This design comes from an exercise in tuning for small area on the open sky130 flow, not from production work. Only simulation tests tie the RTL to the original design; equivalence was not proved. Power and IR drop assume default switching activity.

## P
// obi_frame_mem
module obi_frame_mem #(
  parameter int NumWords   = 64,
  parameter int WaitCycles = 1,
  parameter int CntWidth   = 16
) (
  input  logic                clk_i,
  input  logic                rst_ni,
  input  logic                obi_req_i,
  input  logic [31:0]         obi_addr_i,
  input  logic                obi_we_i,
  input  logic [3:0]          obi_be_i,
  input  logic [31:0]         obi_wdata_i,
  input  logic [3:0]          obi_aid_i,
  output logic                obi_gnt_o,
  output logic                obi_rvalid_o,
  output logic [31:0]         obi_rdata_o,
  output logic [3:0]          obi_rid_o,
  output logic                obi_err_o,
  output logic [CntWidth-1:0] rd_cnt_o,
  output logic [CntWidth-1:0] wr_cnt_o,
  output logic                busy_o
);
  localparam int          NumPairs = NumWords / 2;
  localparam int          PairW    = $clog2(NumPairs);
  localparam logic [31:0] ErrData  = 32'hBADCAB1E;
  logic phase_q;
  logic pol_x_q;
  logic pol_y_q;
  always_ff @(posedge clk_i) begin
    phase_q <= ~phase_q;
    pol_x_q <= ~pol_y_q;
    pol_y_q <= pol_x_q;
  end
  logic [PairW-1:0] pair_q;
  logic             half_q;
  logic [3:0]       be_q;
  ...
Size in the first run: about 4400 cells after synthesis, about 2200 flip-flops, about 150 I/O pins, ~59000 sq um of cells after synthesis.
export LEC_CHECK = 0
export CAP_MARGIN = 20
export CORE_MARGIN = 2
export CORE_UTILIZATION = 40
export CTS_CLUSTER_DIAMETER = 100
export CTS_CLUSTER_SIZE = 25
export SLEW_MARGIN = 20
export SYNTH_HIERARCHICAL = 1
create_clock -name core_clock -period 3.5 [get_ports {clk_i}]
run.sh (not shown) runs the stock make flow with config.mk's settings and CLKGATE_MAP_FILE= SYNTH_SCRIPT=/design/flow/synth_recipe.tcl, a recipe that flattens the netlist after the stock synthesis.
P ended with every stage complete and zero timing, DRC or antenna violations.
--- input diff P..Q ---
==> flow/flow/run.sh (new file) <==
#!/bin/bash
# Standard layout (the standard.sh, standard synthesis), with the port
# buffers made from sky130_fd_sc_hd__buf_2 instead of the delay buffer the
# default buffer_ports picks. Every input and output port still gets its
# own buffer. The make output goes to flow_make.log in the work folder.
set -euo pipefail
export BUFFER_PORTS_ARGS="-buffer_cell sky130_fd_sc_hd__buf_2"
bash standard.sh finish > flow_make.log 2>&1
==> flow/standard.sh (new file) <==
#!/bin/bash
# synth_recipe.tcl (not shown) runs the flow's synth.tcl, then flattens the netlist and writes it again
# the make line also repeats each setting of config.mk as NAME=value (left out here)
make -C /OpenROAD-flow-scripts/flow DESIGN_CONFIG=/design/flow/config.mk WORK_HOME=/design/flow/orfs CLKGATE_MAP_FILE= SYNTH_SCRIPT=/design/flow/synth_recipe.tcl "${@:-finish}"
removed: flow/run.sh
### Flow results
- Q ended with more register-to-register slack than P.
- Diff P -> Q: least setup slack across all paths after layout now larger; post-route core utilization decreased 1.1 points; post-placement worst setup slack moved up; period utilization saw a decrease; number of antenna violations at the first check in global routing saw an increase.
- On total power draw, P and Q are neck and neck.
- Lower detailed-routed wire length on met3 was reported by P, not Q.

---

Another version of the RTL of obi_frame_mem (not shown whole).
Size in the first run: ~4200 cells after synthesis, ~150 I/O pins, about 58000 µm² of cells after synthesis.
Design obi_frame_mem, start of the top module:
module obi_frame_mem #(
  parameter int NumWords   = 64,
  parameter int WaitCycles = 1,
  parameter int CntWidth   = 16
) (
  input  logic                clk_i,
  input  logic                rst_ni,
  input  logic                obi_req_i,
  input  logic [31:0]         obi_addr_i,
  input  logic                obi_we_i,
  input  logic [3:0]          obi_be_i,
  input  logic [31:0]         obi_wdata_i,
  input  logic [3:0]          obi_aid_i,
  output logic                obi_gnt_o,
  output logic                obi_rvalid_o,
  output logic [31:0]         obi_rdata_o,
  output logic [3:0]          obi_rid_o,
  output logic                obi_err_o,
  output logic [CntWidth-1:0] rd_cnt_o,
  output logic [CntWidth-1:0] wr_cnt_o,
  output logic                busy_o
);
Settings: LEC_CHECK=0, CAP_MARGIN=20, CORE_MARGIN=2, CORE_UTILIZATION=40, CTS_CLUSTER_DIAMETER=100, CTS_CLUSTER_SIZE=25, GPL_TIMING_DRIVEN=0, SLEW_MARGIN=20, SYNTH_HIERARCHICAL=1; clock period 3.5 ns.
standard.sh (not shown) runs the stock make flow with config.mk's settings and CLKGATE_MAP_FILE= SYNTH_SCRIPT=/design/flow/synth_recipe.tcl, a recipe that flattens the netlist after the stock synthesis.
==> flow/flow/run.sh <==
#!/bin/bash
# Standard layout (the standard.sh, standard synthesis) with two changes:
# - the port buffers are sky130_fd_sc_hd__buf_1 instead of the delay buffer
#   the default buffer_ports picks; every input and output port still gets
#   its own buffer;
# - clock tree synthesis uses the same sink clustering as config.mk, without
#   dummy loads.
# The make output goes to flow_make.log in the work folder; ORFS keeps each
# step's own log under orfs/logs.
set -euo pipefail
export BUFFER_PORTS_ARGS="-buffer_cell sky130_fd_sc_hd__buf_1"
export CTS_ARGS="-sink_clustering_enable -repair_clock_nets -sink_clustering_size 25 -sink_clustering_max_diameter 100 -dont_use_dummy_load"
bash standard.sh finish > flow_make.log 2>&1
The first run finished but failed the layout checks on negative setup slack.
Edit:
==> flow/flow/run.sh (replaced) <==
#!/bin/bash
# Standard layout (the standard.sh, standard synthesis), with the port
# buffers made from sky130_fd_sc_hd__buf_2 instead of the delay buffer the
# default buffer_ports picks. Every input and output port still gets its
# own buffer. The make output goes to flow_make.log in the work folder.
set -euo pipefail
export BUFFER_PORTS_ARGS="-buffer_cell sky130_fd_sc_hd__buf_2"
bash standard.sh finish > flow_make.log 2>&1
- GPL_TIMING_DRIVEN: 0 -> not set
- PLACE_DENSITY: not set -> 0.85
This time the run finished clean; clock power came out higher by about 6%; maximum frequency climbs by about 19%; clock-buffer cell count rose by 23.
Edit:
- PLACE_DENSITY: 0.85 -> not set
=>
- combinational power is about the same
- core utilization barely changes
- sequential power is about the same
- area after synthesis is unchanged
- global-route usage rises by 0.85 points
- clock power hardly moves
- worst setup slack degrades by 0.078 ns
- final area hardly moves
- die area is unchanged
- synthesized cell count is unchanged
- fmax decreases by 2.6%
Edit:
==> flow/flow/run.sh (replaced) <==
#!/bin/bash
# Standard layout (the standard.sh, standard synthesis) with two changes:
# - the port buffers are sky130_fd_sc_hd__buf_1 instead of the delay buffer
#   the default buffer_ports picks; every input and output port still gets
#   its own buffer;
# - clock tree synthesis uses the same sink clustering as config.mk, without
#   dummy loads.
# The make output goes to flow_make.log in the work folder; ORFS keeps each
# step's own log under orfs/logs.
set -euo pipefail
export BUFFER_PORTS_ARGS="-buffer_cell sky130_fd_sc_hd__buf_1"
export CTS_ARGS="-sink_clustering_enable -repair_clock_nets -sink_clustering_size 25 -sink_clustering_max_diameter 100 -dont_use_dummy_load"
bash standard.sh finish > flow_make.log 2>&1
After rerunning:
- synthesized cell count does not change
- die area is unchanged
- cell count barely changes
- worst setup slack got worse by 0.089 ns
- utilization hardly moves
- sequential share of layout area went up by 0.14 points
- power went down by about 1.1%
- area after synthesis stays the same
- non-clock buffer count went up by 13
- design area is about the same

---

Setup of lane 1:
Another version of the RTL of obi_frame_mem (not shown whole).
Size in the first run: ~2100 flip-flops.
Settings: LEC_CHECK=0, CAP_MARGIN=20, CORE_MARGIN=2, CORE_UTILIZATION=40, CTS_CLUSTER_DIAMETER=100, CTS_CLUSTER_SIZE=25, GPL_TIMING_DRIVEN=0, SLEW_MARGIN=20, SYNTH_HIERARCHICAL=1; clock period 3.5 ns.
==> flow/flow/run.sh <==
#!/bin/bash
# Standard layout (the standard.sh, standard synthesis) with two changes:
# - the port buffers are sky130_fd_sc_hd__buf_1 instead of the delay buffer
#   the default buffer_ports picks; every input and output port still gets
#   its own buffer;
# - clock tree synthesis uses the same sink clustering as config.mk, without
#   dummy loads.
# The make output goes to flow_make.log in the work folder; ORFS keeps each
# step's own log under orfs/logs.
set -euo pipefail
export BUFFER_PORTS_ARGS="-buffer_cell sky130_fd_sc_hd__buf_1"
export CTS_ARGS="-sink_clustering_enable -repair_clock_nets -sink_clustering_size 25 -sink_clustering_max_diameter 100 -dont_use_dummy_load"
bash standard.sh finish > flow_make.log 2>&1
Ran to the end and failed final checks on negative setup slack: lane 1.
## Diff of input files: lane 2 against lane 1
# lane 1
export LEC_CHECK = 0
export CAP_MARGIN = 20
export CORE_MARGIN = 2
export CORE_UTILIZATION = 40
export CTS_CLUSTER_DIAMETER = 100
export CTS_CLUSTER_SIZE = 25
export GPL_TIMING_DRIVEN = 0
export SLEW_MARGIN = 20
export SYNTH_HIERARCHICAL = 1
create_clock -name core_clock -period 3.5 [get_ports {clk_i}]
# lane 2
export LEC_CHECK = 0
export CAP_MARGIN = 20
export CORE_MARGIN = 2
export CORE_UTILIZATION = 40
export CTS_CLUSTER_DIAMETER = 100
export CTS_CLUSTER_SIZE = 25
export SLEW_MARGIN = 20
export SYNTH_HIERARCHICAL = 1
create_clock -name core_clock -period 3.5 [get_ports {clk_i}]
- Higher buffer share of cell area among lane 2 and lane 1: lane 2
- There was hardly any difference in clock buffer and inverter area fraction after layout between lane 1 and lane 2.
- The cell area on lane 1 is in line with that on lane 2.
- Lane 2 went all the way through synthesis, placement and routing and the layout is clean on timing, DRC and antenna.
- Lane 1: flow complete, layout not clean; failing: negative setup slack

port drivers added, routing unchanged:
No port has a modelled driver above. Below, the same layouts with a new extraction and two added sets of constraints.
Step 1 sets driving cells, clkbuf_16 on the clock port and buf_2 on the other inputs (assumed; they add their load-dependent delay and slew).
Step 2 also shifts input and output timing later by t, the mid clock arrival at the registers, as if the neighbouring blocks saw the same clock.
Three values: ideal, step 1, step 2; two values: the first two.
| run | shift t [ns] | setup WS [ns] | hold slack, ns | worst data-port slew with drivers (ns) | cell pins on the clock port's net |
|---|---|---|---|---|---|
| P | 0.796 | 0.157 / 0.074 / -0.352 | 0.345 / 0.335 / 0.345 | 0.12 | 1 |
| Q | 0.806 | 0.163 / 0.083 / 0.089 | 0.045 / -0.008 / 0.338 | 0.14 | 1 |
| the first run of note 2 | 0.768 | -0.030 / -0.060 / -0.829 | 0.105 / 0.051 / 0.317 | 0.11 | 1 |
| the second run of note 2 | 0.784 | 0.525 / 0.457 / -0.177 | 0.041 / 0.003 / 0.330 | 0.13 | 1 |
| the third run of note 2 | 0.792 | 0.447 / 0.368 / 0.104 | 0.045 / -0.014 / 0.328 | 0.06 | 1 |
| the fourth run of note 2 | 0.784 | 0.358 / 0.278 / -0.050 | 0.064 / 0.006 / 0.306 | 0.05 | 1 |
| lane 1 | 0.774 | -0.026 / -0.095 / -0.804 | 0.069 / 0.025 / 0.319 | 0.11 | 1 |
| lane 2 | 0.768 | 0.056 / -0.009 / -0.039 | 0.059 / 0.021 / 0.329 | 0.06 | 1 |
With both steps, setup timing fails in P, the second run of note 2, the fourth run of note 2 and lane 2, where it was met with ideal ports. For the first run of note 2, which loses most, drivers alone change the setup slack by -0.030 ns; drivers and shift together by -0.799 ns.
